This design comes from an exercise in tuning for small area on the open sky130 flow, not from production work.
At most, simulation tests tie the RTL to the original design; equivalence was not proved.
Only the layout flow was run in run 1; the RTL was not checked for function there.
No driver is modelled on the clock port, so clocking that relies on it looks cheaper here than on a real chip.

## flow/design.v (module list and top-level ports; edited modules follow where they fit)
// module ask_fa: 10 lines
// module ask_maj: 8 lines
// module ask_ha: 9 lines
// module ask_sq_acc: 504 lines
// module ask_sq: 616 lines
// module ask_add_r3: 40 lines
// module ask_add_err: 43 lines
// module ask_add_mag: 48 lines
// module ask_add_acc: 50 lines
// module ask_add_pwr: 42 lines
// module ask_carry17: 40 lines
// module ask_carry15: 36 lines
// module ask_quality_top: 166 lines
module ask_quality_top #(
	parameter int LOG2_BLOCK = 4
) (
	input  logic                     sys_clk,
	input  logic                     rst_n,
	input  logic                     sym_clk_en,
	input  ask_pkg::dv_t             dec_var,
	output ask_pkg::slice_t          slice,
	output logic                     slice_valid,
	output ask_pkg::dv_t             ref_lvl,
	output ask_pkg::dv_t             err_mean,
	output logic [ask_pkg::SQ_W-1:0] err_var,
	output logic [ask_pkg::SQ_W-1:0] sig_pwr,
	output logic                     block_done
);
  // ...
==> flow/flow/run.sh <==
#!/bin/bash
# The standard layout (the standard.sh: standard synthesis, then ORFS to
# finish), with three ORFS knobs set on the make command line:
#   REMOVE_ABC_BUFFERS=1  floorplan removes the buffers ABC put in synthesis
#                         (repair_design then buffers where the loads need it)
#   BUFFER_PORTS_ARGS     buffer_ports gives every input and output port a
#                         buffer, here the library's smallest, buf_1
#   CTS_ARGS              ORFS's clock_tree_synthesis arguments with
#                         -dont_use_dummy_load added
# make's full output goes to flow_make.log in the work folder.
set -euo pipefail
bash standard.sh REMOVE_ABC_BUFFERS=1 \
	"BUFFER_PORTS_ARGS=-buffer_cell sky130_fd_sc_hd__buf_1" \
	"CTS_ARGS=-sink_clustering_enable -repair_clock_nets -buf_list sky130_fd_sc_hd__clkbuf_8 -dont_use_dummy_load" \
	finish > flow_make.log 2>&1
==> flow/standard.sh <==
#!/bin/bash
# synth_recipe.tcl (not shown) runs the flow's synth.tcl, then flattens the netlist and writes it again
# the make line also repeats each setting of config.mk as NAME=value (left out here)
make -C /OpenROAD-flow-scripts/flow DESIGN_CONFIG=/design/flow/config.mk WORK_HOME=/design/flow/orfs CLKGATE_MAP_FILE= SYNTH_SCRIPT=/design/flow/synth_recipe.tcl "${@:-finish}"
==> flow/config.mk <==
export PLATFORM = sky130hd
export DESIGN_NAME = ask_quality_top
export DESIGN_NICKNAME = ask_quality_top
export VERILOG_FILES = /design/flow/design.v
export SDC_FILE = /design/flow/constraint.sdc
export NUM_CORES = 4
export LEC_CHECK = 0
export CAP_MARGIN = 20
export CORE_MARGIN = 2
export CORE_UTILIZATION = 40
export CTS_BUF_LIST = sky130_fd_sc_hd__clkbuf_8
export SLEW_MARGIN = 20
export SYNTH_HIERARCHICAL = 1
export SYNTH_MINIMUM_KEEP_SIZE = 0
==> flow/constraint.sdc <==
create_clock -name core_clock -period 14.0 [get_ports {sys_clk}]
set_input_delay 2.8000 -clock core_clock [delete_from_list [all_inputs] [get_ports {sys_clk}]]
set_output_delay 2.8000 -clock core_clock [all_outputs]
set_load 0.01 [all_outputs]
==> reports/qor.yml, run 1 <==
cells_and_area:
  multi_input_area_share: 0.678
  n_all_buffers: 140
clocking:
  cts_hold_buf: 0
  cts_tree: "done"
  clock-sinks: 183
worst_setup_path:
  worstPathArrival_ps: 13410
  r2r_start: "done_q$_DFF_PN0_"
  regToRegSetupSlack_ps: 1000
die:
  ios: 99
  dieArea_sq_um: 45600
drt:
  top_layer_used: "met4"
  routed-via-count: 10900
  post_drt_wl_per_cell_um: 18.6
timing:
  max_freq_mhz: 76.9
  drv_slew: 0
  hold_ws_ps: 504
  finalSetupTns_ps: 0
  setup_slack_ps: 1000
synthesis:
  ys_types: 60
  synthMostInstantiatedCell: "fa_1"
  synth_top_family_by_area: "adder cells"
run_status:
  status: "finished clean"
placed_design:
  pre_cts_ws_ps: 996
==> inputs of run 2 (changes only) <==
--- a/flow/design.v
+++ b/flow/design.v
@@ -383,21 +383,21 @@
 	ask_fa u_a30 (.a(~(xb[6] | xb[10])), .b(~(xb[7] | xb[9])), .c(base[0]), .s(a30), .co(a31));
 	ask_fa u_a32 (.a(a0), .b(a2), .c(~(xb[5] | xb[12])), .s(a32), .co(a33));
 	ask_fa u_a34 (.a(~(xb[6] | xb[11])), .b(~(xb[7] | xb[10])), .c(~(xb[8] | xb[9])), .s(a34), .co(a35));
-	ask_fa u_a36 (.a((~xb[17] & xb[0])), .b(~xb[17]), .c(base[1]), .s(a36), .co(a37));
+	ask_fa u_a36 (.a(~(xb[17] | x[0])), .b(x[17]), .c(base[1]), .s(a36), .co(a37));
 	ask_fa u_a38 (.a(a1), .b(a3), .c(a4), .s(a38), .co(a39));
 	ask_fa u_a40 (.a(~(xb[5] | xb[13])), .b(~(xb[6] | xb[12])), .c(~(xb[7] | xb[11])), .s(a40), .co(a41));
-	ask_fa u_a42 (.a(~(xb[8] | xb[10])), .b((~xb[17] & xb[1])), .c(base[2]), .s(a42), .co(a43));
+	ask_fa u_a42 (.a(~(xb[8] | xb[10])), .b(~(xb[17] | x[1])), .c(base[2]), .s(a42), .co(a43));
 	ask_fa u_a44 (.a(a5), .b(a6), .c(~(xb[5] | xb[14])), .s(a44), .co(a45));
 	ask_fa u_a46 (.a(~(xb[6] | xb[13])), .b(~(xb[7] | xb[12])), .c(~(xb[8] | xb[11])), .s(a46), .co(a47));
-	ask_fa u_a48 (.a(~(xb[9] | xb[10])), .b((~xb[17] & xb[2])), .c(base[3]), .s(a48), .co(a49));
+	ask_fa u_a48 (.a(~(xb[9] | xb[10])), .b(~(xb[17] | x[2])), .c(base[3]), .s(a48), .co(a49));
 	ask_fa u_a50 (.a(a7), .b(~(xb[4] | xb[16])), .c(~(xb[5] | xb[15])), .s(a50), .co(a51));
 	ask_fa u_a52 (.a(~(xb[6] | xb[14])), .b(~(xb[7] | xb[13])), .c(~(xb[8] | xb[12])), .s(a52), .co(a53));
-	ask_fa u_a54 (.a(~(xb[9] | xb[11])), .b((~xb[17] & xb[3])), .c(base[4]), .s(a54), .co(a55));
+	ask_fa u_a54 (.a(~(xb[9] | xb[11])), .b(~(xb[17] | x[3])), .c(base[4]), .s(a54), .co(a55));
 	ask_fa u_a56 (.a(x[11]), .b(~(xb[5] | xb[16])), .c(~(xb[6] | xb[15])), .s(a56), .co(a57));
 	ask_fa u_a58 (.a(~(xb[7] | xb[14])), .b(~(xb[8] | xb[13])), .c(~(xb[9] | xb[12])), .s(a58), .co(a59));
-	ask_fa u_a60 (.a(~(xb[10] | xb[11])), .b((~xb[17] & xb[4])), .c(base[5]), .s(a60), .co(a61));
+	ask_fa u_a60 (.a(~(xb[10] | xb[11])), .b(~(xb[17] | x[4])), .c(base[5]), .s(a60), .co(a61));
 	ask_fa u_a62 (.a(~(xb[6] | xb[16])), .b(~(xb[7] | xb[15])), .c(~(xb[8] | xb[14])), .s(a62), .co(a63));
-	ask_fa u_a64 (.a(~(xb[9] | xb[13])), .b(~(xb[10] | xb[12])), .c((~xb[17] & xb[5])), .s(a64), .co(a65));
+	ask_fa u_a64 (.a(~(xb[9] | xb[13])), .b(~(xb[10] | xb[12])), .c(~(xb[17] | x[5])), .s(a64), .co(a65));
 	ask_fa u_a66 (.a(x[12]), .b(~(xb[7] | xb[16])), .c(~(xb[8] | xb[15])), .s(a66), .co(a67));
 	ask_fa u_a68 (.a(~(xb[9] | xb[14])), .b(~(xb[10] | xb[13])), .c(~(xb[11] | xb[12])), .s(a68), .co(a69));
 	ask_fa u_a70 (.a(~(xb[8] | xb[16])), .b(~(xb[9] | xb[15])), .c(~(xb[10] | xb[14])), .s(a70), .co(a71));
@@ -433,16 +433,16 @@
 	ask_fa u_a130 (.a(a57), .b(a59), .c(a61), .s(a130), .co(a131));
 	ask_fa u_a132 (.a(a62), .b(a64), .c(base[6]), .s(a132), .co(a133));
 	ask_fa u_a134 (.a(a63), .b(a65), .c(a66), .s(a134), .co(a135));
-	ask_fa u_a136 (.a(a68), .b((~xb[17] & xb[6])), .c(base[7]), .s(a136), .co(a137));
+	ask_fa u_a136 (.a(a68), .b(~(xb[17] | x[6])), .c(base[7]), .s(a136), .co(a137));
 	ask_fa u_a138 (.a(a67), .b(a69), .c(a70), .s(a138), .co(a139));
-	ask_fa u_a140 (.a(~(xb[11] | xb[13])), .b((~xb[17] & xb[7])), .c(base[8]), .s(a140), .co(a141));
+	ask_fa u_a140 (.a(~(xb[11] | xb[13])), .b(~(xb[17] | x[7])), .c(base[8]), .s(a140), .co(a141));
 	ask_fa u_a142 (.a(a71), .b(a72), .c(~(xb[11] | xb[14])), .s(a142), .co(a143));
-	ask_fa u_a144 (.a(~(xb[12] | xb[13])), .b((~xb[17] & xb[8])), .c(base[9]), .s(a144), .co(a145));
+	ask_fa u_a144 (.a(~(xb[12] | xb[13])), .b(~(xb[17] | x[8])), .c(base[9]), .s(a144), .co(a145));
 	ask_fa u_a146 (.a(a73), .b(~(xb[10] | xb[16])), .c(~(xb[11] | xb[15])), .s(a146), .co(a147));
-	ask_fa u_a148 (.a(~(xb[12] | xb[14])), .b((~xb[17] & xb[9])), .c(base[10]), .s(a148), .co(a149));
+	ask_fa u_a148 (.a(~(xb[12] | xb[14])), .b(~(xb[17] | x[9])), .c(base[10]), .s(a148), .co(a149));
 	ask_fa u_a150 (.a(x[14]), .b(~(xb[11] | xb[16])), .c(~(xb[12] | xb[15])), .s(a150), .co(a151));
-	ask_fa u_a152 (.a(~(xb[13] | xb[14])), .b((~xb[17] & xb[10])), .c(base[11]), .s(a152), .co(a153));
-	ask_fa u_a154 (.a(~(xb[12] | xb[16])), .b(~(xb[13] | xb[15])), .c((~xb[17] & xb[11])), .s(a154), .co(a155));
+	ask_fa u_a152 (.a(~(xb[13] | xb[14])), .b(~(xb[17] | x[10])), .c(base[11]), .s(a152), .co(a153));
+	ask_fa u_a154 (.a(~(xb[12] | xb[16])), .b(~(xb[13] | xb[15])), .c(~(xb[17] | x[11])), .s(a154), .co(a155));
 	ask_fa u_a156 (.a(x[15]), .b(~(xb[13] | xb[16])), .c(~(xb[14] | xb[15])), .s(a156), .co(a157));
 	ask_ha u_a158 (.a(x[3]), .b(~(xb[0] | xb[5])), .s(a158), .co(a159));
 	ask_ha u_a160 (.a(~(xb[0] | xb[6])), .b(~(xb[1] | xb[5])), .s(a160), .co(a161));
@@ -468,9 +468,9 @@
 	ask_fa u_a200 (.a(a143), .b(a145), .c(a146), .s(a200), .co(a201));
 	ask_fa u_a202 (.a(a147), .b(a149), .c(a150), .s(a202), .co(a203));
 	ask_fa u_a204 (.a(a151), .b(a153), .c(a154), .s(a204), .co(a205));
-	ask_fa u_a206 (.a(a155), .b(a156), .c((~xb[17] & xb[12])), .s(a206), .co(a207));
-	ask_fa u_a208 (.a(a157), .b(~(xb[14] | xb[16])), .c((~xb[17] & xb[13])), .s(a208), .co(a209));
-	ask_fa u_a210 (.a(x[16]), .b(~(xb[15] | xb[16])), .c((~xb[17] & xb[14])), .s(a210), .co(a211));
+	ask_fa u_a206 (.a(a155), .b(a156), .c(~(xb[17] | x[12])), .s(a206), .co(a207));
+	ask_fa u_a208 (.a(a157), .b(~(xb[14] | xb[16])), .c(~(xb[17] | x[13])), .s(a208), .co(a209));
+	ask_fa u_a210 (.a(x[16]), .b(~(xb[15] | xb[16])), .c(~(xb[17] | x[14])), .s(a210), .co(a211));
 	ask_ha u_a212 (.a(x[2]), .b(~(xb[0] | xb[3])), .s(a212), .co(a213));
 	ask_ha u_a214 (.a(~(xb[0] | xb[4])), .b(~(xb[1] | xb[3])), .s(a214), .co(a215));
 	ask_fa u_a216 (.a(a158), .b(~(xb[1] | xb[4])), .c(~(xb[2] | xb[3])), .s(a216), .co(a217));
@@ -500,12 +500,12 @@
 	ask_fa u_a264 (.a(a205), .b(a206), .c(base[13]), .s(a264), .co(a265));
 	ask_fa u_a266 (.a(a207), .b(a208), .c(base[14]), .s(a266), .co(a267));
 	ask_fa u_a268 (.a(a209), .b(a210), .c(base[15]), .s(a268), .co(a269));
-	ask_fa u_a270 (.a(a211), .b((~xb[17] & xb[15])), .c(base[16]), .s(a270), .co(a271));
-	ask_fa u_a272 (.a((~xb[17] & xb[16])), .b(~xb[17]), .c(base[17]), .s(a272), .co(a273));
-	ask_ha u_a274 (.a(~xb[17]), .b(base[18]), .s(a274), .co(a275));
-	ask_ha u_a276 (.a(~xb[17]), .b(base[19]), .s(a276), .co(a277));
-	ask_ha u_a278 (.a(~xb[17]), .b(base[20]), .s(a278), .co(a279));
-	ask_ha u_a280 (.a(~xb[17]), .b(base[21]), .s(a280), .co(a281));
+	ask_fa u_a270 (.a(a211), .b(~(xb[17] | x[15])), .c(base[16]), .s(a270), .co(a271));
+	ask_fa u_a272 (.a(~(xb[17] | x[16])), .b(x[17]), .c(base[17]), .s(a272), .co(a273));
+	ask_ha u_a274 (.a(x[17]), .b(base[18]), .s(a274), .co(a275));
+	ask_ha u_a276 (.a(x[17]), .b(base[19]), .s(a276), .co(a277));
+	ask_ha u_a278 (.a(x[17]), .b(base[20]), .s(a278), .co(a279));
+	ask_ha u_a280 (.a(x[17]), .b(base[21]), .s(a280), .co(a281));
 	assign a282 = x[1] & ~(xb[0] | xb[1]);
 	assign a283 = ~(xb[0] | xb[2]) & a282;
 	assign a284 = (a212 & ~(xb[1] | xb[2])) | (a212 & a283) | (~(xb[1] | xb[2]) & a283);
@@ -550,7 +550,6 @@
 	input  logic [17:0] sq,
 	output logic [36:0] y
 );
-	logic b0;
 	logic b1;
 	logic b2;
 	logic b3;
@@ -828,39 +827,39 @@
 	logic b275;
 	logic b276;
 	logic b277;
+	logic b278;
 	logic b279;
+	logic b280;
 	logic b281;
+	logic b282;
 	logic b283;
+	logic b284;
 	logic b285;
+	logic b286;
 	logic b287;
+	logic b288;
 	logic b289;
+	logic b290;
 	logic b291;
+	logic b292;
 	logic b293;
+	logic b294;
 	logic b295;
-	logic b297;
-	logic b299;
-	logic b301;
-	logic b303;
-	logic b305;
-	logic b307;
+	logic b296;
+	logic b298;
+	logic b300;
+	logic b302;
+	logic b304;
+	logic b306;
 	logic b308;
-	logic b309;
 	logic b310;
-	logic b311;
 	logic b312;
-	logic b313;
 	logic b314;
-	logic b315;
 	logic b316;
-	logic b317;
 	logic b318;
-	logic b319;
 	logic b320;
-	logic b321;
 	logic b322;
-	logic b323;
 	logic b324;
-	logic b325;
 	logic b326;
 	logic b327;
 	logic b328;
@@ -903,261 +902,298 @@
 	logic b365;
 	logic b366;
 	logic b367;
+	logic b368;
 	logic b369;
+	logic b370;
 	logic b371;
+	logic b372;
 	logic b373;
+	logic b374;
 	logic b375;
+	logic b376;
 	logic b377;
+	logic b378;
 	logic b379;
+	logic b380;
 	logic b381;
+	logic b382;
 	logic b383;
+	logic b384;
 	logic b385;
-	logic b387;
-	logic b389;
-	logic b391;
-	logic b393;
-	logic b395;
-	logic b397;
-	logic b399;
-	logic b401;
-	logic b403;
-	logic b405;
-	logic b407;
-	ask_fa u_b0 (.a(~xb[9]), .b(~(xb[1] | xb[16])), .c(~(xb[2] | xb[15])), .s(b0), .co(b1));
-	ask_ha u_b2 (.a(~(xb[3] | xb[14])), .b(~(xb[4] | xb[13])), .s(b2), .co(b3));
-	ask_fa u_b4 (.a(~(xb[2] | xb[16])), .b(~(xb[3] | xb[15])), .c(~(xb[4] | xb[14])), .s(b4), .co(b5));
-	ask_fa u_b6 (.a(~xb[10]), .b(~(xb[3] | xb[16])), .c(~(xb[4] | xb[15])), .s(b6), .co(b7));
-	ask_ha u_b8 (.a(~xb[6]), .b(~(xb[0] | xb[11])), .s(b8), .co(b9));
-	ask_ha u_b10 (.a(~(xb[0] | xb[12])), .b(~(xb[1] | xb[11])), .s(b10), .co(b11));
-	ask_fa u_b12 (.a(~xb[7]), .b(~(xb[0] | xb[13])), .c(~(xb[1] | xb[12])), .s(b12), .co(b13));
-	ask_ha u_b14 (.a(~(xb[2] | xb[11])), .b(~(xb[3] | xb[10])), .s(b14), .co(b15));
-	ask_fa u_b16 (.a(~(xb[0] | xb[14])), .b(~(xb[1] | xb[13])), .c(~(xb[2] | xb[12])), .s(b16), .co(b17));
-	ask_ha u_b18 (.a(~(xb[3] | xb[11])), .b(~(xb[4] | xb[10])), .s(b18), .co(b19));
-	ask_fa u_b20 (.a(~xb[8]), .b(~(xb[0] | xb[15])), .c(~(xb[1] | xb[14])), .s(b20), .co(b21));
-	ask_fa u_b22 (.a(~(xb[2] | xb[13])), .b(~(xb[3] | xb[12])), .c(~(xb[4] | xb[11])), .s(b22), .co(b23));
-	ask_ha u_b24 (.a(~(xb[5] | xb[10])), .b(~(xb[6] | xb[9])), .s(b24), .co(b25));
-	ask_fa u_b26 (.a(~(xb[0] | xb[16])), .b(~(xb[1] | xb[15])), .c(~(xb[2] | xb[14])), .s(b26), .co(b27));
-	ask_fa u_b28 (.a(~(xb[3] | xb[13])), .b(~(xb[4] | xb[12])), .c(~(xb[5] | xb[11])), .s(b28), .co(b29));
-	ask_fa u_b30 (.a(~(xb[6] | xb[10])), .b(~(xb[7] | xb[9])), .c((v & ~sq[0])), .s(b30), .co(b31));
-	ask_fa u_b32 (.a(b0), .b(b2), .c(~(xb[5] | xb[12])), .s(b32), .co(b33));
-	ask_fa u_b34 (.a(~(xb[6] | xb[11])), .b(~(xb[7] | xb[10])), .c(~(xb[8] | xb[9])), .s(b34), .co(b35));
-	ask_fa u_b36 (.a((~xb[17] & xb[0])), .b(~xb[17]), .c((v & ~sq[1])), .s(b36), .co(b37));
-	ask_fa u_b38 (.a(b1), .b(b3), .c(b4), .s(b38), .co(b39));
-	ask_fa u_b40 (.a(~(xb[5] | xb[13])), .b(~(xb[6] | xb[12])), .c(~(xb[7] | xb[11])), .s(b40), .co(b41));
-	ask_fa u_b42 (.a(~(xb[8] | xb[10])), .b((~xb[17] & xb[1])), .c((v & ~sq[2])), .s(b42), .co(b43));
-	ask_fa u_b44 (.a(b5), .b(b6), .c(~(xb[5] | xb[14])), .s(b44), .co(b45));
-	ask_fa u_b46 (.a(~(xb[6] | xb[13])), .b(~(xb[7] | xb[12])), .c(~(xb[8] | xb[11])), .s(b46), .co(b47));
-	ask_fa u_b48 (.a(~(xb[9] | xb[10])), .b((~xb[17] & xb[2])), .c((v & ~sq[3])), .s(b48), .co(b49));
-	ask_fa u_b50 (.a(b7), .b(~(xb[4] | xb[16])), .c(~(xb[5] | xb[15])), .s(b50), .co(b51));
-	ask_fa u_b52 (.a(~(xb[6] | xb[14])), .b(~(xb[7] | xb[13])), .c(~(xb[8] | xb[12])), .s(b52), .co(b53));
-	ask_fa u_b54 (.a(~(xb[9] | xb[11])), .b((~xb[17] & xb[3])), .c((v & ~sq[4])), .s(b54), .co(b55));
-	ask_fa u_b56 (.a(~xb[11]), .b(~(xb[5] | xb[16])), .c(~(xb[6] | xb[15])), .s(b56), .co(b57));
-	ask_fa u_b58 (.a(~(xb[7] | xb[14])), .b(~(xb[8] | xb[13])), .c(~(xb[9] | xb[12])), .s(b58), .co(b59));
-	ask_fa u_b60 (.a(~(xb[10] | xb[11])), .b((~xb[17] & xb[4])), .c((v & ~sq[5])), .s(b60), .co(b61));
-	ask_fa u_b62 (.a(~(xb[6] | xb[16])), .b(~(xb[7] | xb[15])), .c(~(xb[8] | xb[14])), .s(b62), .co(b63));
-	ask_fa u_b64 (.a(~(xb[9] | xb[13])), .b(~(xb[10] | xb[12])), .c((~xb[17] & xb[5])), .s(b64), .co(b65));
-	ask_fa u_b66 (.a(~xb[12]), .b(~(xb[7] | xb[16])), .c(~(xb[8] | xb[15])), .s(b66), .co(b67));
-	ask_fa u_b68 (.a(~(xb[9] | xb[14])), .b(~(xb[10] | xb[13])), .c(~(xb[11] | xb[12])), .s(b68), .co(b69));
-	ask_fa u_b70 (.a(~(xb[8] | xb[16])), .b(~(xb[9] | xb[15])), .c(~(xb[10] | xb[14])), .s(b70), .co(b71));
-	ask_fa u_b72 (.a(~xb[13]), .b(~(xb[9] | xb[16])), .c(~(xb[10] | xb[15])), .s(b72), .co(b73));
-	ask_ha u_b74 (.a(~xb[4]), .b(~(xb[0] | xb[7])), .s(b74), .co(b75));
-	ask_ha u_b76 (.a(~(xb[0] | xb[8])), .b(~(xb[1] | xb[7])), .s(b76), .co(b77));
-	ask_fa u_b78 (.a(~xb[5]), .b(~(xb[0] | xb[9])), .c(~(xb[1] | xb[8])), .s(b78), .co(b79));
-	ask_ha u_b80 (.a(~(xb[2] | xb[7])), .b(~(xb[3] | xb[6])), .s(b80), .co(b81));
-	ask_fa u_b82 (.a(~(xb[0] | xb[10])), .b(~(xb[1] | xb[9])), .c(~(xb[2] | xb[8])), .s(b82), .co(b83));
-	ask_ha u_b84 (.a(~(xb[3] | xb[7])), .b(~(xb[4] | xb[6])), .s(b84), .co(b85));
-	ask_fa u_b86 (.a(b8), .b(~(xb[1] | xb[10])), .c(~(xb[2] | xb[9])), .s(b86), .co(b87));
-	ask_fa u_b88 (.a(~(xb[3] | xb[8])), .b(~(xb[4] | xb[7])), .c(~(xb[5] | xb[6])), .s(b88), .co(b89));
-	ask_fa u_b90 (.a(b9), .b(b10), .c(~(xb[2] | xb[10])), .s(b90), .co(b91));
-	ask_fa u_b92 (.a(~(xb[3] | xb[9])), .b(~(xb[4] | xb[8])), .c(~(xb[5] | xb[7])), .s(b92), .co(b93));
-	ask_fa u_b94 (.a(b11), .b(b12), .c(b14), .s(b94), .co(b95));
-	ask_fa u_b96 (.a(~(xb[4] | xb[9])), .b(~(xb[5] | xb[8])), .c(~(xb[6] | xb[7])), .s(b96), .co(b97));
-	ask_fa u_b98 (.a(b13), .b(b15), .c(b16), .s(b98), .co(b99));
-	ask_fa u_b100 (.a(b18), .b(~(xb[5] | xb[9])), .c(~(xb[6] | xb[8])), .s(b100), .co(b101));
-	ask_fa u_b102 (.a(b17), .b(b19), .c(b20), .s(b102), .co(b103));
-	ask_fa u_b104 (.a(b22), .b(b24), .c(~(xb[7] | xb[8])), .s(b104), .co(b105));
-	ask_fa u_b106 (.a(b21), .b(b23), .c(b25), .s(b106), .co(b107));
-	ask_fa u_b108 (.a(b26), .b(b28), .c(b30), .s(b108), .co(b109));
-	ask_fa u_b110 (.a(b27), .b(b29), .c(b31), .s(b110), .co(b111));
-	ask_fa u_b112 (.a(b32), .b(b34), .c(b36), .s(b112), .co(b113));
-	ask_fa u_b114 (.a(b33), .b(b35), .c(b37), .s(b114), .co(b115));
-	ask_fa u_b116 (.a(b38), .b(b40), .c(b42), .s(b116), .co(b117));
-	ask_fa u_b118 (.a(b39), .b(b41), .c(b43), .s(b118), .co(b119));
-	ask_fa u_b120 (.a(b44), .b(b46), .c(b48), .s(b120), .co(b121));
-	ask_fa u_b122 (.a(b45), .b(b47), .c(b49), .s(b122), .co(b123));
-	ask_fa u_b124 (.a(b50), .b(b52), .c(b54), .s(b124), .co(b125));
-	ask_fa u_b126 (.a(b51), .b(b53), .c(b55), .s(b126), .co(b127));
-	ask_fa u_b128 (.a(b56), .b(b58), .c(b60), .s(b128), .co(b129));
-	ask_fa u_b130 (.a(b57), .b(b59), .c(b61), .s(b130), .co(b131));
-	ask_fa u_b132 (.a(b62), .b(b64), .c((v & ~sq[6])), .s(b132), .co(b133));
-	ask_fa u_b134 (.a(b63), .b(b65), .c(b66), .s(b134), .co(b135));
-	ask_fa u_b136 (.a(b68), .b((~xb[17] & xb[6])), .c((v & ~sq[7])), .s(b136), .co(b137));
-	ask_fa u_b138 (.a(b67), .b(b69), .c(b70), .s(b138), .co(b139));
-	ask_fa u_b140 (.a(~(xb[11] | xb[13])), .b((~xb[17] & xb[7])), .c((v & ~sq[8])), .s(b140), .co(b141));
-	ask_fa u_b142 (.a(b71), .b(b72), .c(~(xb[11] | xb[14])), .s(b142), .co(b143));
-	ask_fa u_b144 (.a(~(xb[12] | xb[13])), .b((~xb[17] & xb[8])), .c((v & ~sq[9])), .s(b144), .co(b145));
-	ask_fa u_b146 (.a(b73), .b(~(xb[10] | xb[16])), .c(~(xb[11] | xb[15])), .s(b146), .co(b147));
-	ask_fa u_b148 (.a(~(xb[12] | xb[14])), .b((~xb[17] & xb[9])), .c((v & ~sq[10])), .s(b148), .co(b149));
-	ask_fa u_b150 (.a(~xb[14]), .b(~(xb[11] | xb[16])), .c(~(xb[12] | xb[15])), .s(b150), .co(b151));
-	ask_fa u_b152 (.a(~(xb[13] | xb[14])), .b((~xb[17] & xb[10])), .c((v & ~sq[11])), .s(b152), .co(b153));
-	ask_fa u_b154 (.a(~(xb[12] | xb[16])), .b(~(xb[13] | xb[15])), .c((~xb[17] & xb[11])), .s(b154), .co(b155));
-	ask_fa u_b156 (.a(~xb[15]), .b(~(xb[13] | xb[16])), .c(~(xb[14] | xb[15])), .s(b156), .co(b157));
-	ask_ha u_b158 (.a(~xb[3]), .b(~(xb[0] | xb[5])), .s(b158), .co(b159));
-	ask_ha u_b160 (.a(~(xb[0] | xb[6])), .b(~(xb[1] | xb[5])), .s(b160), .co(b161));
-	ask_fa u_b162 (.a(b74), .b(~(xb[1] | xb[6])), .c(~(xb[2] | xb[5])), .s(b162), .co(b163));
-	ask_fa u_b164 (.a(b75), .b(b76), .c(~(xb[2] | xb[6])), .s(b164), .co(b165));
-	ask_fa u_b166 (.a(b77), .b(b78), .c(b80), .s(b166), .co(b167));
-	ask_fa u_b168 (.a(b79), .b(b81), .c(b82), .s(b168), .co(b169));
-	ask_fa u_b170 (.a(b83), .b(b85), .c(b86), .s(b170), .co(b171));
-	ask_fa u_b172 (.a(b87), .b(b89), .c(b90), .s(b172), .co(b173));
-	ask_fa u_b174 (.a(b91), .b(b93), .c(b94), .s(b174), .co(b175));
-	ask_fa u_b176 (.a(b95), .b(b97), .c(b98), .s(b176), .co(b177));
-	ask_fa u_b178 (.a(b99), .b(b101), .c(b102), .s(b178), .co(b179));
-	ask_fa u_b180 (.a(b103), .b(b105), .c(b106), .s(b180), .co(b181));
-	ask_fa u_b182 (.a(b107), .b(b109), .c(b110), .s(b182), .co(b183));
-	ask_fa u_b184 (.a(b111), .b(b113), .c(b114), .s(b184), .co(b185));
-	ask_fa u_b186 (.a(b115), .b(b117), .c(b118), .s(b186), .co(b187));
-	ask_fa u_b188 (.a(b119), .b(b121), .c(b122), .s(b188), .co(b189));
-	ask_fa u_b190 (.a(b123), .b(b125), .c(b126), .s(b190), .co(b191));
-	ask_fa u_b192 (.a(b127), .b(b129), .c(b130), .s(b192), .co(b193));
-	ask_fa u_b194 (.a(b131), .b(b133), .c(b134), .s(b194), .co(b195));
-	ask_fa u_b196 (.a(b135), .b(b137), .c(b138), .s(b196), .co(b197));
-	ask_fa u_b198 (.a(b139), .b(b141), .c(b142), .s(b198), .co(b199));
-	ask_fa u_b200 (.a(b143), .b(b145), .c(b146), .s(b200), .co(b201));
-	ask_fa u_b202 (.a(b147), .b(b149), .c(b150), .s(b202), .co(b203));
-	ask_fa u_b204 (.a(b151), .b(b153), .c(b154), .s(b204), .co(b205));
-	ask_fa u_b206 (.a(b155), .b(b156), .c((~xb[17] & xb[12])), .s(b206), .co(b207));
-	ask_fa u_b208 (.a(b157), .b(~(xb[14] | xb[16])), .c((~xb[17] & xb[13])), .s(b208), .co(b209));
-	ask_fa u_b210 (.a(~xb[16]), .b(~(xb[15] | xb[16])), .c((~xb[17] & xb[14])), .s(b210), .co(b211));
-	ask_ha u_b212 (.a(~xb[2]), .b(~(xb[0] | xb[3])), .s(b212), .co(b213));
-	ask_ha u_b214 (.a(~(xb[0] | xb[4])), .b(~(xb[1] | xb[3])), .s(b214), .co(b215));
-	ask_fa u_b216 (.a(b158), .b(~(xb[1] | xb[4])), .c(~(xb[2] | xb[3])), .s(b216), .co(b217));
-	ask_fa u_b218 (.a(b159), .b(b160), .c(~(xb[2] | xb[4])), .s(b218), .co(b219));
-	ask_fa u_b220 (.a(b161), .b(b162), .c(~(xb[3] | xb[4])), .s(b220), .co(b221));
-	ask_fa u_b222 (.a(b163), .b(b164), .c(~(xb[3] | xb[5])), .s(b222), .co(b223));
-	ask_fa u_b224 (.a(b165), .b(b166), .c(~(xb[4] | xb[5])), .s(b224), .co(b225));
-	ask_fa u_b226 (.a(b167), .b(b168), .c(b84), .s(b226), .co(b227));
-	ask_fa u_b228 (.a(b169), .b(b170), .c(b88), .s(b228), .co(b229));
-	ask_fa u_b230 (.a(b171), .b(b172), .c(b92), .s(b230), .co(b231));
-	ask_fa u_b232 (.a(b173), .b(b174), .c(b96), .s(b232), .co(b233));
-	ask_fa u_b234 (.a(b175), .b(b176), .c(b100), .s(b234), .co(b235));
-	ask_fa u_b236 (.a(b177), .b(b178), .c(b104), .s(b236), .co(b237));
-	ask_fa u_b238 (.a(b179), .b(b180), .c(b108), .s(b238), .co(b239));
-	ask_fa u_b240 (.a(b181), .b(b182), .c(b112), .s(b240), .co(b241));
-	ask_fa u_b242 (.a(b183), .b(b184), .c(b116), .s(b242), .co(b243));
-	ask_fa u_b244 (.a(b185), .b(b186), .c(b120), .s(b244), .co(b245));
-	ask_fa u_b246 (.a(b187), .b(b188), .c(b124), .s(b246), .co(b247));
-	ask_fa u_b248 (.a(b189), .b(b190), .c(b128), .s(b248), .co(b249));
-	ask_fa u_b250 (.a(b191), .b(b192), .c(b132), .s(b250), .co(b251));
-	ask_fa u_b252 (.a(b193), .b(b194), .c(b136), .s(b252), .co(b253));
-	ask_fa u_b254 (.a(b195), .b(b196), .c(b140), .s(b254), .co(b255));
-	ask_fa u_b256 (.a(b197), .b(b198), .c(b144), .s(b256), .co(b257));
-	ask_fa u_b258 (.a(b199), .b(b200), .c(b148), .s(b258), .co(b259));
-	ask_fa u_b260 (.a(b201), .b(b202), .c(b152), .s(b260), .co(b261));
-	ask_fa u_b262 (.a(b203), .b(b204), .c((v & ~sq[12])), .s(b262), .co(b263));
-	ask_fa u_b264 (.a(b205), .b(b206), .c((v & ~sq[13])), .s(b264), .co(b265));
-	ask_fa u_b266 (.a(b207), .b(b208), .c((v & ~sq[14])), .s(b266), .co(b267));
-	ask_fa u_b268 (.a(b209), .b(b210), .c((v & ~sq[15])), .s(b268), .co(b269));
-	ask_fa u_b270 (.a(b211), .b((~xb[17] & xb[15])), .c((v & ~sq[16])), .s(b270), .co(b271));
-	ask_fa u_b272 (.a((~xb[17] & xb[16])), .b(~xb[17]), .c((v & ~sq[17])), .s(b272), .co(b273));
-	ask_ha u_b274 (.a(~xb[17]), .b(v), .s(b274), .co(b275));
-	ask_ha u_b276 (.a(~xb[17]), .b(v), .s(b276), .co(b277));
-	ask_ha u_b278 (.a(~xb[1]), .b(~(xb[0] | xb[1])), .s(y[2]), .co(b279));
-	ask_ha u_b280 (.a(~(xb[0] | xb[2])), .b(b279), .s(y[3]), .co(b281));
-	ask_fa u_b282 (.a(b212), .b(~(xb[1] | xb[2])), .c(b281), .s(y[4]), .co(b283));
-	ask_fa u_b284 (.a(b213), .b(b214), .c(b283), .s(y[5]), .co(b285));
-	ask_fa u_b286 (.a(b215), .b(b216), .c(b285), .s(y[6]), .co(b287));
-	ask_fa u_b288 (.a(b217), .b(b218), .c(b287), .s(y[7]), .co(b289));
-	ask_fa u_b290 (.a(b219), .b(b220), .c(b289), .s(y[8]), .co(b291));
-	ask_fa u_b292 (.a(b221), .b(b222), .c(b291), .s(y[9]), .co(b293));
-	ask_fa u_b294 (.a(b223), .b(b224), .c(b293), .s(y[10]), .co(b295));
-	ask_fa u_b296 (.a(b225), .b(b226), .c(b295), .s(y[11]), .co(b297));
-	ask_fa u_b298 (.a(b227), .b(b228), .c(b297), .s(y[12]), .co(b299));
-	ask_fa u_b300 (.a(b229), .b(b230), .c(b299), .s(y[13]), .co(b301));
-	ask_fa u_b302 (.a(b231), .b(b232), .c(b301), .s(y[14]), .co(b303));
-	ask_fa u_b304 (.a(b233), .b(b234), .c(b303), .s(y[15]), .co(b305));
-	ask_fa u_b306 (.a(b235), .b(b236), .c(b305), .s(y[16]), .co(b307));
-	assign b308 = ~xb[1] & ~(xb[0] | xb[1]);
-	assign b309 = ~xb[1] | ~(xb[0] | xb[1]);
-	assign b310 = b212 & ~(xb[1] | xb[2]);
-	assign b311 = b212 | ~(xb[1] | xb[2]);
-	assign b312 = b213 & b214;
-	assign b313 = b213 | b214;
-	assign b314 = b215 & b216;
-	assign b315 = b215 | b216;
-	assign b316 = b217 & b218;
-	assign b317 = b217 | b218;
-	assign b318 = b219 & b220;
-	assign b319 = b219 | b220;
-	assign b320 = b221 & b222;
-	assign b321 = b221 | b222;
-	assign b322 = b223 & b224;
-	assign b323 = b223 | b224;
-	assign b324 = b225 & b226;
-	assign b325 = b225 | b226;
-	assign b326 = b227 & b228;
-	assign b327 = b227 | b228;
-	assign b328 = b229 & b230;
-	assign b329 = b229 | b230;
-	assign b330 = b231 & b232;
-	assign b331 = b231 | b232;
-	assign b332 = b233 & b234;
-	assign b333 = b233 | b234;
-	assign b334 = b235 & b236;
-	assign b335 = b235 | b236;
-	assign b336 = 1'b0 | (1'b0 & 1'b0);
-	assign b337 = 1'b0 & ~xb[0];
-	assign b338 = 1'b0 | (~(xb[0] | xb[2]) & b308);
-	assign b339 = ~(xb[0] | xb[2]) & b309;
-	assign b340 = b338 | (b339 & b336);
-	assign b341 = b339 & b337;
-	assign b342 = b312 | (b313 & b310);
-	assign b343 = b313 & b311;
-	assign b344 = b316 | (b317 & b314);
-	assign b345 = b317 & b315;
-	assign b346 = b344 | (b345 & b342);
-	assign b347 = b345 & b343;
-	assign b348 = b346 | (b347 & b340);
-	assign b349 = b347 & b341;
-	assign b350 = b320 | (b321 & b318);
-	assign b351 = b321 & b319;
-	assign b352 = b324 | (b325 & b322);
-	assign b353 = b325 & b323;
-	assign b354 = b352 | (b353 & b350);
-	assign b355 = b353 & b351;
-	assign b356 = b328 | (b329 & b326);
-	assign b357 = b329 & b327;
-	assign b358 = b334 | (b335 & b332);
-	assign b359 = b335 & b333;
-	assign b360 = b358 | (b359 & b330);
-	assign b361 = b359 & b331;
-	assign b362 = b360 | (b361 & b356);
-	assign b363 = b361 & b357;
-	assign b364 = b362 | (b363 & b354);
-	assign b365 = b363 & b355;
-	assign b366 = b364 | (b365 & b348);
-	assign b367 = b365 & b349;
-	ask_fa u_b368 (.a(b237), .b(b238), .c(b366), .s(y[17]), .co(b369));
-	ask_fa u_b370 (.a(b239), .b(b240), .c(b369), .s(y[18]), .co(b371));
-	ask_fa u_b372 (.a(b241), .b(b242), .c(b371), .s(y[19]), .co(b373));
-	ask_fa u_b374 (.a(b243), .b(b244), .c(b373), .s(y[20]), .co(b375));
-	ask_fa u_b376 (.a(b245), .b(b246), .c(b375), .s(y[21]), .co(b377));
-	ask_fa u_b378 (.a(b247), .b(b248), .c(b377), .s(y[22]), .co(b379));
-	ask_fa u_b380 (.a(b249), .b(b250), .c(b379), .s(y[23]), .co(b381));
-	ask_fa u_b382 (.a(b251), .b(b252), .c(b381), .s(y[24]), .co(b383));
-	ask_fa u_b384 (.a(b253), .b(b254), .c(b383), .s(y[25]), .co(b385));
-	ask_fa u_b386 (.a(b255), .b(b256), .c(b385), .s(y[26]), .co(b387));
-	ask_fa u_b388 (.a(b257), .b(b258), .c(b387), .s(y[27]), .co(b389));
-	ask_fa u_b390 (.a(b259), .b(b260), .c(b389), .s(y[28]), .co(b391));
-	ask_fa u_b392 (.a(b261), .b(b262), .c(b391), .s(y[29]), .co(b393));
-	ask_fa u_b394 (.a(b263), .b(b264), .c(b393), .s(y[30]), .co(b395));
-	ask_fa u_b396 (.a(b265), .b(b266), .c(b395), .s(y[31]), .co(b397));
-	ask_fa u_b398 (.a(b267), .b(b268), .c(b397), .s(y[32]), .co(b399));
-	ask_fa u_b400 (.a(b269), .b(b270), .c(b399), .s(y[33]), .co(b401));
-	ask_fa u_b402 (.a(b271), .b(b272), .c(b401), .s(y[34]), .co(b403));
-	ask_fa u_b404 (.a(b273), .b(b274), .c(b403), .s(y[35]), .co(b405));
-	ask_fa u_b406 (.a(b275), .b(b276), .c(b405), .s(y[36]), .co(b407));
+	logic b386;
+	logic b388;
+	logic b390;
+	logic b392;
+	logic b394;
+	logic b396;
+	logic b398;
+	logic b400;
+	logic b402;
+	logic b404;
+	logic b406;
+	logic b408;
+	logic b410;
+	logic b412;
+	logic b414;
+	logic b416;
+	logic b418;
+	logic b420;
+	logic b422;
+	logic b424;
+	logic b426;
 	assign y[0] = ~xb[0];
+	assign b1 = ~xb[1];
+	assign b2 = ~xb[2];
+	assign b3 = ~xb[3];
+	assign b4 = ~xb[4];
+	assign b5 = ~xb[5];
+	assign b6 = ~xb[6];
+	assign b7 = ~xb[7];
+	assign b8 = ~xb[8];
+	assign b9 = ~xb[9];
+	assign b10 = ~xb[10];
+	assign b11 = ~xb[11];
+	assign b12 = ~xb[12];
+	assign b13 = ~xb[13];
+	assign b14 = ~xb[14];
+	assign b15 = ~xb[15];
+	assign b16 = ~xb[16];
+	assign b17 = ~xb[17];
+	assign b18 = ~v;
+	ask_fa u_b19 (.a(b9), .b(~(xb[1] | xb[16])), .c(~(xb[2] | xb[15])), .s(b19), .co(b20));
+	ask_ha u_b21 (.a(~(xb[3] | xb[14])), .b(~(xb[4] | xb[13])), .s(b21), .co(b22));
+	ask_fa u_b23 (.a(~(xb[2] | xb[16])), .b(~(xb[3] | xb[15])), .c(~(xb[4] | xb[14])), .s(b23), .co(b24));
+	ask_fa u_b25 (.a(b10), .b(~(xb[3] | xb[16])), .c(~(xb[4] | xb[15])), .s(b25), .co(b26));
+	ask_ha u_b27 (.a(b6), .b(~(xb[0] | xb[11])), .s(b27), .co(b28));
+	ask_ha u_b29 (.a(~(xb[0] | xb[12])), .b(~(xb[1] | xb[11])), .s(b29), .co(b30));
+	ask_fa u_b31 (.a(b7), .b(~(xb[0] | xb[13])), .c(~(xb[1] | xb[12])), .s(b31), .co(b32));
+	ask_ha u_b33 (.a(~(xb[2] | xb[11])), .b(~(xb[3] | xb[10])), .s(b33), .co(b34));
+	ask_fa u_b35 (.a(~(xb[0] | xb[14])), .b(~(xb[1] | xb[13])), .c(~(xb[2] | xb[12])), .s(b35), .co(b36));
+	ask_ha u_b37 (.a(~(xb[3] | xb[11])), .b(~(xb[4] | xb[10])), .s(b37), .co(b38));
+	ask_fa u_b39 (.a(b8), .b(~(xb[0] | xb[15])), .c(~(xb[1] | xb[14])), .s(b39), .co(b40));
+	ask_fa u_b41 (.a(~(xb[2] | xb[13])), .b(~(xb[3] | xb[12])), .c(~(xb[4] | xb[11])), .s(b41), .co(b42));
+	ask_ha u_b43 (.a(~(xb[5] | xb[10])), .b(~(xb[6] | xb[9])), .s(b43), .co(b44));
+	ask_fa u_b45 (.a(~(xb[0] | xb[16])), .b(~(xb[1] | xb[15])), .c(~(xb[2] | xb[14])), .s(b45), .co(b46));
+	ask_fa u_b47 (.a(~(xb[3] | xb[13])), .b(~(xb[4] | xb[12])), .c(~(xb[5] | xb[11])), .s(b47), .co(b48));
+	ask_fa u_b49 (.a(~(xb[6] | xb[10])), .b(~(xb[7] | xb[9])), .c(~(b18 | sq[0])), .s(b49), .co(b50));
+	ask_fa u_b51 (.a(b19), .b(b21), .c(~(xb[5] | xb[12])), .s(b51), .co(b52));
+	ask_fa u_b53 (.a(~(xb[6] | xb[11])), .b(~(xb[7] | xb[10])), .c(~(xb[8] | xb[9])), .s(b53), .co(b54));
+	ask_fa u_b55 (.a(~(xb[17] | y[0])), .b(b17), .c(~(b18 | sq[1])), .s(b55), .co(b56));
+	ask_fa u_b57 (.a(b20), .b(b22), .c(b23), .s(b57), .co(b58));
+	ask_fa u_b59 (.a(~(xb[5] | xb[13])), .b(~(xb[6] | xb[12])), .c(~(xb[7] | xb[11])), .s(b59), .co(b60));
+	ask_fa u_b61 (.a(~(xb[8] | xb[10])), .b(~(xb[17] | b1)), .c(~(b18 | sq[2])), .s(b61), .co(b62));
+	ask_fa u_b63 (.a(b24), .b(b25), .c(~(xb[5] | xb[14])), .s(b63), .co(b64));
+	ask_fa u_b65 (.a(~(xb[6] | xb[13])), .b(~(xb[7] | xb[12])), .c(~(xb[8] | xb[11])), .s(b65), .co(b66));
+	ask_fa u_b67 (.a(~(xb[9] | xb[10])), .b(~(xb[17] | b2)), .c(~(b18 | sq[3])), .s(b67), .co(b68));
+	ask_fa u_b69 (.a(b26), .b(~(xb[4] | xb[16])), .c(~(xb[5] | xb[15])), .s(b69), .co(b70));
+	ask_fa u_b71 (.a(~(xb[6] | xb[14])), .b(~(xb[7] | xb[13])), .c(~(xb[8] | xb[12])), .s(b71), .co(b72));
+	ask_fa u_b73 (.a(~(xb[9] | xb[11])), .b(~(xb[17] | b3)), .c(~(b18 | sq[4])), .s(b73), .co(b74));
+	ask_fa u_b75 (.a(b11), .b(~(xb[5] | xb[16])), .c(~(xb[6] | xb[15])), .s(b75), .co(b76));
+	ask_fa u_b77 (.a(~(xb[7] | xb[14])), .b(~(xb[8] | xb[13])), .c(~(xb[9] | xb[12])), .s(b77), .co(b78));
+	ask_fa u_b79 (.a(~(xb[10] | xb[11])), .b(~(xb[17] | b4)), .c(~(b18 | sq[5])), .s(b79), .co(b80));
+	ask_fa u_b81 (.a(~(xb[6] | xb[16])), .b(~(xb[7] | xb[15])), .c(~(xb[8] | xb[14])), .s(b81), .co(b82));
+	ask_fa u_b83 (.a(~(xb[9] | xb[13])), .b(~(xb[10] | xb[12])), .c(~(xb[17] | b5)), .s(b83), .co(b84));
+	ask_fa u_b85 (.a(b12), .b(~(xb[7] | xb[16])), .c(~(xb[8] | xb[15])), .s(b85), .co(b86));
+	ask_fa u_b87 (.a(~(xb[9] | xb[14])), .b(~(xb[10] | xb[13])), .c(~(xb[11] | xb[12])), .s(b87), .co(b88));
+	ask_fa u_b89 (.a(~(xb[8] | xb[16])), .b(~(xb[9] | xb[15])), .c(~(xb[10] | xb[14])), .s(b89), .co(b90));
+	ask_fa u_b91 (.a(b13), .b(~(xb[9] | xb[16])), .c(~(xb[10] | xb[15])), .s(b91), .co(b92));
+	ask_ha u_b93 (.a(b4), .b(~(xb[0] | xb[7])), .s(b93), .co(b94));
+	ask_ha u_b95 (.a(~(xb[0] | xb[8])), .b(~(xb[1] | xb[7])), .s(b95), .co(b96));
+	ask_fa u_b97 (.a(b5), .b(~(xb[0] | xb[9])), .c(~(xb[1] | xb[8])), .s(b97), .co(b98));
+	ask_ha u_b99 (.a(~(xb[2] | xb[7])), .b(~(xb[3] | xb[6])), .s(b99), .co(b100));
+	ask_fa u_b101 (.a(~(xb[0] | xb[10])), .b(~(xb[1] | xb[9])), .c(~(xb[2] | xb[8])), .s(b101), .co(b102));
+	ask_ha u_b103 (.a(~(xb[3] | xb[7])), .b(~(xb[4] | xb[6])), .s(b103), .co(b104));
+	ask_fa u_b105 (.a(b27), .b(~(xb[1] | xb[10])), .c(~(xb[2] | xb[9])), .s(b105), .co(b106));
+	ask_fa u_b107 (.a(~(xb[3] | xb[8])), .b(~(xb[4] | xb[7])), .c(~(xb[5] | xb[6])), .s(b107), .co(b108));
+	ask_fa u_b109 (.a(b28), .b(b29), .c(~(xb[2] | xb[10])), .s(b109), .co(b110));
+	ask_fa u_b111 (.a(~(xb[3] | xb[9])), .b(~(xb[4] | xb[8])), .c(~(xb[5] | xb[7])), .s(b111), .co(b112));
+	ask_fa u_b113 (.a(b30), .b(b31), .c(b33), .s(b113), .co(b114));
+	ask_fa u_b115 (.a(~(xb[4] | xb[9])), .b(~(xb[5] | xb[8])), .c(~(xb[6] | xb[7])), .s(b115), .co(b116));
+	ask_fa u_b117 (.a(b32), .b(b34), .c(b35), .s(b117), .co(b118));
+	ask_fa u_b119 (.a(b37), .b(~(xb[5] | xb[9])), .c(~(xb[6] | xb[8])), .s(b119), .co(b120));
+	ask_fa u_b121 (.a(b36), .b(b38), .c(b39), .s(b121), .co(b122));
+	ask_fa u_b123 (.a(b41), .b(b43), .c(~(xb[7] | xb[8])), .s(b123), .co(b124));
+	ask_fa u_b125 (.a(b40), .b(b42), .c(b44), .s(b125), .co(b126));
+	ask_fa u_b127 (.a(b45), .b(b47), .c(b49), .s(b127), .co(b128));
+	ask_fa u_b129 (.a(b46), .b(b48), .c(b50), .s(b129), .co(b130));
+	ask_fa u_b131 (.a(b51), .b(b53), .c(b55), .s(b131), .co(b132));
+	ask_fa u_b133 (.a(b52), .b(b54), .c(b56), .s(b133), .co(b134));
+	ask_fa u_b135 (.a(b57), .b(b59), .c(b61), .s(b135), .co(b136));
+	ask_fa u_b137 (.a(b58), .b(b60), .c(b62), .s(b137), .co(b138));
+	ask_fa u_b139 (.a(b63), .b(b65), .c(b67), .s(b139), .co(b140));
+	ask_fa u_b141 (.a(b64), .b(b66), .c(b68), .s(b141), .co(b142));
+	ask_fa u_b143 (.a(b69), .b(b71), .c(b73), .s(b143), .co(b144));
+	ask_fa u_b145 (.a(b70), .b(b72), .c(b74), .s(b145), .co(b146));
+	ask_fa u_b147 (.a(b75), .b(b77), .c(b79), .s(b147), .co(b148));
+	ask_fa u_b149 (.a(b76), .b(b78), .c(b80), .s(b149), .co(b150));
+	ask_fa u_b151 (.a(b81), .b(b83), .c(~(b18 | sq[6])), .s(b151), .co(b152));
+	ask_fa u_b153 (.a(b82), .b(b84), .c(b85), .s(b153), .co(b154));
+	ask_fa u_b155 (.a(b87), .b(~(xb[17] | b6)), .c(~(b18 | sq[7])), .s(b155), .co(b156));
+	ask_fa u_b157 (.a(b86), .b(b88), .c(b89), .s(b157), .co(b158));
+	ask_fa u_b159 (.a(~(xb[11] | xb[13])), .b(~(xb[17] | b7)), .c(~(b18 | sq[8])), .s(b159), .co(b160));
+	ask_fa u_b161 (.a(b90), .b(b91), .c(~(xb[11] | xb[14])), .s(b161), .co(b162));
+	ask_fa u_b163 (.a(~(xb[12] | xb[13])), .b(~(xb[17] | b8)), .c(~(b18 | sq[9])), .s(b163), .co(b164));
+	ask_fa u_b165 (.a(b92), .b(~(xb[10] | xb[16])), .c(~(xb[11] | xb[15])), .s(b165), .co(b166));
+	ask_fa u_b167 (.a(~(xb[12] | xb[14])), .b(~(xb[17] | b9)), .c(~(b18 | sq[10])), .s(b167), .co(b168));
+	ask_fa u_b169 (.a(b14), .b(~(xb[11] | xb[16])), .c(~(xb[12] | xb[15])), .s(b169), .co(b170));
+	ask_fa u_b171 (.a(~(xb[13] | xb[14])), .b(~(xb[17] | b10)), .c(~(b18 | sq[11])), .s(b171), .co(b172));
+	ask_fa u_b173 (.a(~(xb[12] | xb[16])), .b(~(xb[13] | xb[15])), .c(~(xb[17] | b11)), .s(b173), .co(b174));
+	ask_fa u_b175 (.a(b15), .b(~(xb[13] | xb[16])), .c(~(xb[14] | xb[15])), .s(b175), .co(b176));
+	ask_ha u_b177 (.a(b3), .b(~(xb[0] | xb[5])), .s(b177), .co(b178));
+	ask_ha u_b179 (.a(~(xb[0] | xb[6])), .b(~(xb[1] | xb[5])), .s(b179), .co(b180));
+	ask_fa u_b181 (.a(b93), .b(~(xb[1] | xb[6])), .c(~(xb[2] | xb[5])), .s(b181), .co(b182));
+	ask_fa u_b183 (.a(b94), .b(b95), .c(~(xb[2] | xb[6])), .s(b183), .co(b184));
+	ask_fa u_b185 (.a(b96), .b(b97), .c(b99), .s(b185), .co(b186));
+	ask_fa u_b187 (.a(b98), .b(b100), .c(b101), .s(b187), .co(b188));
+	ask_fa u_b189 (.a(b102), .b(b104), .c(b105), .s(b189), .co(b190));
+	ask_fa u_b191 (.a(b106), .b(b108), .c(b109), .s(b191), .co(b192));
+	ask_fa u_b193 (.a(b110), .b(b112), .c(b113), .s(b193), .co(b194));
+	ask_fa u_b195 (.a(b114), .b(b116), .c(b117), .s(b195), .co(b196));
+	ask_fa u_b197 (.a(b118), .b(b120), .c(b121), .s(b197), .co(b198));
+	ask_fa u_b199 (.a(b122), .b(b124), .c(b125), .s(b199), .co(b200));
+	ask_fa u_b201 (.a(b126), .b(b128), .c(b129), .s(b201), .co(b202));
+	ask_fa u_b203 (.a(b130), .b(b132), .c(b133), .s(b203), .co(b204));
+	ask_fa u_b205 (.a(b134), .b(b136), .c(b137), .s(b205), .co(b206));
+	ask_fa u_b207 (.a(b138), .b(b140), .c(b141), .s(b207), .co(b208));
+	ask_fa u_b209 (.a(b142), .b(b144), .c(b145), .s(b209), .co(b210));
+	ask_fa u_b211 (.a(b146), .b(b148), .c(b149), .s(b211), .co(b212));
+	ask_fa u_b213 (.a(b150), .b(b152), .c(b153), .s(b213), .co(b214));
+	ask_fa u_b215 (.a(b154), .b(b156), .c(b157), .s(b215), .co(b216));
+	ask_fa u_b217 (.a(b158), .b(b160), .c(b161), .s(b217), .co(b218));
+	ask_fa u_b219 (.a(b162), .b(b164), .c(b165), .s(b219), .co(b220));
+	ask_fa u_b221 (.a(b166), .b(b168), .c(b169), .s(b221), .co(b222));
+	ask_fa u_b223 (.a(b170), .b(b172), .c(b173), .s(b223), .co(b224));
+	ask_fa u_b225 (.a(b174), .b(b175), .c(~(xb[17] | b12)), .s(b225), .co(b226));
+	ask_fa u_b227 (.a(b176), .b(~(xb[14] | xb[16])), .c(~(xb[17] | b13)), .s(b227), .co(b228));
+	ask_fa u_b229 (.a(b16), .b(~(xb[15] | xb[16])), .c(~(xb[17] | b14)), .s(b229), .co(b230));
+	ask_ha u_b231 (.a(b2), .b(~(xb[0] | xb[3])), .s(b231), .co(b232));
+	ask_ha u_b233 (.a(~(xb[0] | xb[4])), .b(~(xb[1] | xb[3])), .s(b233), .co(b234));
+	ask_fa u_b235 (.a(b177), .b(~(xb[1] | xb[4])), .c(~(xb[2] | xb[3])), .s(b235), .co(b236));
+	ask_fa u_b237 (.a(b178), .b(b179), .c(~(xb[2] | xb[4])), .s(b237), .co(b238));
+	ask_fa u_b239 (.a(b180), .b(b181), .c(~(xb[3] | xb[4])), .s(b239), .co(b240));
+	ask_fa u_b241 (.a(b182), .b(b183), .c(~(xb[3] | xb[5])), .s(b241), .co(b242));
+	ask_fa u_b243 (.a(b184), .b(b185), .c(~(xb[4] | xb[5])), .s(b243), .co(b244));
+	ask_fa u_b245 (.a(b186), .b(b187), .c(b103), .s(b245), .co(b246));
+	ask_fa u_b247 (.a(b188), .b(b189), .c(b107), .s(b247), .co(b248));
+	ask_fa u_b249 (.a(b190), .b(b191), .c(b111), .s(b249), .co(b250));
+	ask_fa u_b251 (.a(b192), .b(b193), .c(b115), .s(b251), .co(b252));
+	ask_fa u_b253 (.a(b194), .b(b195), .c(b119), .s(b253), .co(b254));
+	ask_fa u_b255 (.a(b196), .b(b197), .c(b123), .s(b255), .co(b256));
+	ask_fa u_b257 (.a(b198), .b(b199), .c(b127), .s(b257), .co(b258));
+	ask_fa u_b259 (.a(b200), .b(b201), .c(b131), .s(b259), .co(b260));
+	ask_fa u_b261 (.a(b202), .b(b203), .c(b135), .s(b261), .co(b262));
+	ask_fa u_b263 (.a(b204), .b(b205), .c(b139), .s(b263), .co(b264));
+	ask_fa u_b265 (.a(b206), .b(b207), .c(b143), .s(b265), .co(b266));
+	ask_fa u_b267 (.a(b208), .b(b209), .c(b147), .s(b267), .co(b268));
+	ask_fa u_b269 (.a(b210), .b(b211), .c(b151), .s(b269), .co(b270));
+	ask_fa u_b271 (.a(b212), .b(b213), .c(b155), .s(b271), .co(b272));
+	ask_fa u_b273 (.a(b214), .b(b215), .c(b159), .s(b273), .co(b274));
+	ask_fa u_b275 (.a(b216), .b(b217), .c(b163), .s(b275), .co(b276));
+	ask_fa u_b277 (.a(b218), .b(b219), .c(b167), .s(b277), .co(b278));
+	ask_fa u_b279 (.a(b220), .b(b221), .c(b171), .s(b279), .co(b280));
+	ask_fa u_b281 (.a(b222), .b(b223), .c(~(b18 | sq[12])), .s(b281), .co(b282));
+	ask_fa u_b283 (.a(b224), .b(b225), .c(~(b18 | sq[13])), .s(b283), .co(b284));
+	ask_fa u_b285 (.a(b226), .b(b227), .c(~(b18 | sq[14])), .s(b285), .co(b286));
+	ask_fa u_b287 (.a(b228), .b(b229), .c(~(b18 | sq[15])), .s(b287), .co(b288));
+	ask_fa u_b289 (.a(b230), .b(~(xb[17] | b15)), .c(~(b18 | sq[16])), .s(b289), .co(b290));
+	ask_fa u_b291 (.a(~(xb[17] | b16)), .b(b17), .c(~(b18 | sq[17])), .s(b291), .co(b292));
+	ask_ha u_b293 (.a(b17), .b(v), .s(b293), .co(b294));
+	ask_ha u_b295 (.a(b17), .b(v), .s(b295), .co(b296));
+	ask_ha u_b297 (.a(b1), .b(~(xb[0] | xb[1])), .s(y[2]), .co(b298));
+	ask_ha u_b299 (.a(~(xb[0] | xb[2])), .b(b298), .s(y[3]), .co(b300));
+	ask_fa u_b301 (.a(b231), .b(~(xb[1] | xb[2])), .c(b300), .s(y[4]), .co(b302));
+	ask_fa u_b303 (.a(b232), .b(b233), .c(b302), .s(y[5]), .co(b304));
+	ask_fa u_b305 (.a(b234), .b(b235), .c(b304), .s(y[6]), .co(b306));
+	ask_fa u_b307 (.a(b236), .b(b237), .c(b306), .s(y[7]), .co(b308));
+	ask_fa u_b309 (.a(b238), .b(b239), .c(b308), .s(y[8]), .co(b310));
+	ask_fa u_b311 (.a(b240), .b(b241), .c(b310), .s(y[9]), .co(b312));
+	ask_fa u_b313 (.a(b242), .b(b243), .c(b312), .s(y[10]), .co(b314));
+	ask_fa u_b315 (.a(b244), .b(b245), .c(b314), .s(y[11]), .co(b316));
+	ask_fa u_b317 (.a(b246), .b(b247), .c(b316), .s(y[12]), .co(b318));
+	ask_fa u_b319 (.a(b248), .b(b249), .c(b318), .s(y[13]), .co(b320));
+	ask_fa u_b321 (.a(b250), .b(b251), .c(b320), .s(y[14]), .co(b322));
+	ask_fa u_b323 (.a(b252), .b(b253), .c(b322), .s(y[15]), .co(b324));
+	ask_fa u_b325 (.a(b254), .b(b255), .c(b324), .s(y[16]), .co(b326));
+	assign b327 = b1 & ~(xb[0] | xb[1]);
+	assign b328 = b1 | ~(xb[0] | xb[1]);
+	assign b329 = b231 & ~(xb[1] | xb[2]);
+	assign b330 = b231 | ~(xb[1] | xb[2]);
+	assign b331 = b232 & b233;
+	assign b332 = b232 | b233;
+	assign b333 = b234 & b235;
+	assign b334 = b234 | b235;
+	assign b335 = b236 & b237;
+	assign b336 = b236 | b237;
+	assign b337 = b238 & b239;
+	assign b338 = b238 | b239;
+	assign b339 = b240 & b241;
+	assign b340 = b240 | b241;
+	assign b341 = b242 & b243;
+	assign b342 = b242 | b243;
+	assign b343 = b244 & b245;
+	assign b344 = b244 | b245;
+	assign b345 = b246 & b247;
+	assign b346 = b246 | b247;
+	assign b347 = b248 & b249;
+	assign b348 = b248 | b249;
+	assign b349 = b250 & b251;
+	assign b350 = b250 | b251;
+	assign b351 = b252 & b253;
+	assign b352 = b252 | b253;
+	assign b353 = b254 & b255;
+	assign b354 = b254 | b255;
+	assign b355 = 1'b0 | (1'b0 & 1'b0);
+	assign b356 = 1'b0 & y[0];
+	assign b357 = 1'b0 | (~(xb[0] | xb[2]) & b327);
+	assign b358 = ~(xb[0] | xb[2]) & b328;
+	assign b359 = b357 | (b358 & b355);
+	assign b360 = b358 & b356;
+	assign b361 = b331 | (b332 & b329);
+	assign b362 = b332 & b330;
+	assign b363 = b335 | (b336 & b333);
+	assign b364 = b336 & b334;
+	assign b365 = b363 | (b364 & b361);
+	assign b366 = b364 & b362;
+	assign b367 = b365 | (b366 & b359);
+	assign b368 = b366 & b360;
+	assign b369 = b339 | (b340 & b337);
+	assign b370 = b340 & b338;
+	assign b371 = b343 | (b344 & b341);
+	assign b372 = b344 & b342;
+	assign b373 = b371 | (b372 & b369);
+	assign b374 = b372 & b370;
+	assign b375 = b347 | (b348 & b345);
+	assign b376 = b348 & b346;
+	assign b377 = b353 | (b354 & b351);
+	assign b378 = b354 & b352;
+	assign b379 = b377 | (b378 & b349);
+	assign b380 = b378 & b350;
+	assign b381 = b379 | (b380 & b375);
+	assign b382 = b380 & b376;
+	assign b383 = b381 | (b382 & b373);
+	assign b384 = b382 & b374;
+	assign b385 = b383 | (b384 & b367);
+	assign b386 = b384 & b368;
+	ask_fa u_b387 (.a(b256), .b(b257), .c(b385), .s(y[17]), .co(b388));
+	ask_fa u_b389 (.a(b258), .b(b259), .c(b388), .s(y[18]), .co(b390));
+	ask_fa u_b391 (.a(b260), .b(b261), .c(b390), .s(y[19]), .co(b392));
+	ask_fa u_b393 (.a(b262), .b(b263), .c(b392), .s(y[20]), .co(b394));
+	ask_fa u_b395 (.a(b264), .b(b265), .c(b394), .s(y[21]), .co(b396));
+	ask_fa u_b397 (.a(b266), .b(b267), .c(b396), .s(y[22]), .co(b398));
+	ask_fa u_b399 (.a(b268), .b(b269), .c(b398), .s(y[23]), .co(b400));
+	ask_fa u_b401 (.a(b270), .b(b271), .c(b400), .s(y[24]), .co(b402));
+	ask_fa u_b403 (.a(b272), .b(b273), .c(b402), .s(y[25]), .co(b404));
+	ask_fa u_b405 (.a(b274), .b(b275), .c(b404), .s(y[26]), .co(b406));
+	ask_fa u_b407 (.a(b276), .b(b277), .c(b406), .s(y[27]), .co(b408));
+	ask_fa u_b409 (.a(b278), .b(b279), .c(b408), .s(y[28]), .co(b410));
+	ask_fa u_b411 (.a(b280), .b(b281), .c(b410), .s(y[29]), .co(b412));
+	ask_fa u_b413 (.a(b282), .b(b283), .c(b412), .s(y[30]), .co(b414));
+	ask_fa u_b415 (.a(b284), .b(b285), .c(b414), .s(y[31]), .co(b416));
+	ask_fa u_b417 (.a(b286), .b(b287), .c(b416), .s(y[32]), .co(b418));
+	ask_fa u_b419 (.a(b288), .b(b289), .c(b418), .s(y[33]), .co(b420));
+	ask_fa u_b421 (.a(b290), .b(b291), .c(b420), .s(y[34]), .co(b422));
+	ask_fa u_b423 (.a(b292), .b(b293), .c(b422), .s(y[35]), .co(b424));
+	ask_fa u_b425 (.a(b294), .b(b295), .c(b424), .s(y[36]), .co(b426));
 	assign y[1] = 1'b0;
 endmodule
 module ask_add_r3 (
==> run 2 against run 1 <==
Against the previous run: synthesized cell count unchanged; hold slack got worse by 5.8 ps; area after synthesis decreased by 0.25%; core utilization decreased by 0.11 points; first-iteration DRC count increased by 19%; register-to-register slack improved by 160 ps; setup slack improved by 160 ps; final area decreased by 0.25%; non-clock buffer count unchanged; sequential cell count unchanged; largest cell class unchanged.
==> reports/qor.yml, run 2 <==
clocking:
  cts_hold_buf: 0  # unchanged
  cts_tree: "done"  # unchanged
  clock-sinks: 183  # unchanged
  cts_resized: 0  # unchanged
die:
  dieArea_sq_um: 45500  # was 45600 sq um
  ios: 99  # unchanged
  die_w_um: 213  # was 214 um
timing:
  rsz0062_at_grt: "false"  # unchanged
  max_freq_mhz: 77.9  # was 76.9 MHz
  hold_ws_ps: 498  # was 504 ps
  finalSetupTns_ps: 0  # unchanged
  finalHoldViolCount: 0  # unchanged
  drv_slew: 0  # unchanged
  setup_slack_ps: 1160  # was 1000 ps
  fin_crit_ps: 12840  # was 13000 ps
drt:
  routed-via-count: 11000  # was 10900
  drc_errors: 0  # unchanged
  drt_first_iter_violations: 770  # was 646
worst_setup_path:
  worstPathArrival_ps: 13240  # was 13410 ps
  regToRegSetupSlack_ps: 1160  # was 1000 ps
  r2r_start: "done_q$_DFF_PN0_"  # unchanged
synthesis:
  async_reset_ff_frac: 0.443  # unchanged
  ys_types: 60  # unchanged
  ys_ff_latch: 183  # unchanged
  synthMostInstantiatedCell: "fa_1"  # unchanged
  ys_warn_count: 7  # unchanged
worst_hold_path:
  min_from: "mag_lsb$_DFFE_PN0P_"  # was sig_q[3]$_DFFE_PN0P_
run_status:
  status: "finished clean"  # unchanged
placed_design:
  pre_cts_ws_ps: 1090  # was 996 ps
  dpl.hpwl_um: 31200  # was 31300 um
  place_congestion: 0.877  # was 0.869
cells_and_area:
  area_delta_synth_final_pct: 6.79  # about the same
## run 2: cell count changes after synthesis, sizes merged
| cell | delta |
|---|---|
| clkbuf | +1 |
| inv | -1 |
| nor2b | -17 |
| nor2 | +17 |
## run 2: per-stage QoR
stage	util	cell area [sq um]
after floorplan	-	17000
after global placement	0.428	18500
after detailed placement	0.428	18500
after CTS	0.433	18700
after global routing	0.433	18700
final	0.433	18700
## run 2: layout make-up
cell class / count / area (sq um)
Timing Repair Buffer: 140 / 697
Inverter: 79 / 297
Multi-Input combinational cell: 1155 / 12700
Clock buffer: 17 / 234
Tap cell: 585 / 732
Fill cell: 4147 / 24500
Sequential cell: 183 / 4070
## run 2: kinds of logic after synthesis
family,share of synthesized area
and+or+nand+nor,0.128
adders and majority gates,0.489
buffers and inverters,0.0446
DFF,0.232
muxes,0.0551
AOI/OAI and AO/OA,0.0316
xor gates and xnor gates,0.0195
other,0.000643
## run 2: worst max-delay path by stage
stage,startpoint,endpoint
3_3_place_gp,done_q$_DFF_PN0_,var_q[17]$_DFFE_PN0P_
3_5_place_dp,done_q$_DFF_PN0_,var_q[5]$_DFFE_PN0P_
5_1_grt,done_q$_DFF_PN0_,var_q[5]$_DFFE_PN0P_
2_1_floorplan,done_q$_DFF_PN0_,var_q[17]$_DFFE_PN0P_
6_report,done_q$_DFF_PN0_,var_q[13]$_DFFE_PN0P_
4_1_cts,done_q$_DFF_PN0_,var_q[12]$_DFFE_PN0P_
## run 2: per-module statistics from Yosys, one instance, submodules excluded, a selection
module           times used  flip-flops and latches  area (sq um)  cells
ask_quality_top           1                     183          6750    558
ask_sq                    1                       0          1130    257
ask_sq_acc                1                       0           878    213
ask_carry17               1                       0           248     39
ask_add_err               1                       0          27.5      5
ask_fa                  387                       0          20.0      1
ask_ha                   45                       0          12.5      1
ask_maj                  15                       0          11.3      1
ask_add_r3                1                       0          7.51      1
## run 2: layer usage
layer  global-route usage  vias up  wire, um
li1                     -     4830         -
met1                0.258     5787     17700
met2                0.302      285     19100
met3               0.0281       58      1760
met4               0.0706        0      1200
met5                    0        -         0

-- re-timing with driven ports --
In the flow no input, the clock included, has a driving cell. The finished layouts below were timed again as built, in two steps. Step 1: set_driving_cell puts a clkbuf_16 on sys_clk and a buf_2 on each other input, an assumption about the parent block. Step 2 adds t to the input delays and takes it off the output delays; t is the mean of the earliest and latest rising clock arrival at the registers after step 1. Input paths then give back, and output paths get back, about the clock's delay inside the block. Three values: no drivers, after step 1, after step 2; two values: the first two.
| run | t, ns | setup slack, ns | clock arrival spread, ns | slew at the worst register clock pin (ns) | pins driven straight from the clock port |
|---|---|---|---|---|---|
| run 1 | 0.554 | 1.004 / 1.004 / 1.004 | 0.042 / 0.042 | 0.12 / 0.12 | 1 |
| run 2 | 0.542 | 1.160 / 1.160 / 1.160 | 0.051 / 0.051 | 0.12 / 0.12 | 1 |
After both steps setup and hold are still met in every run listed.
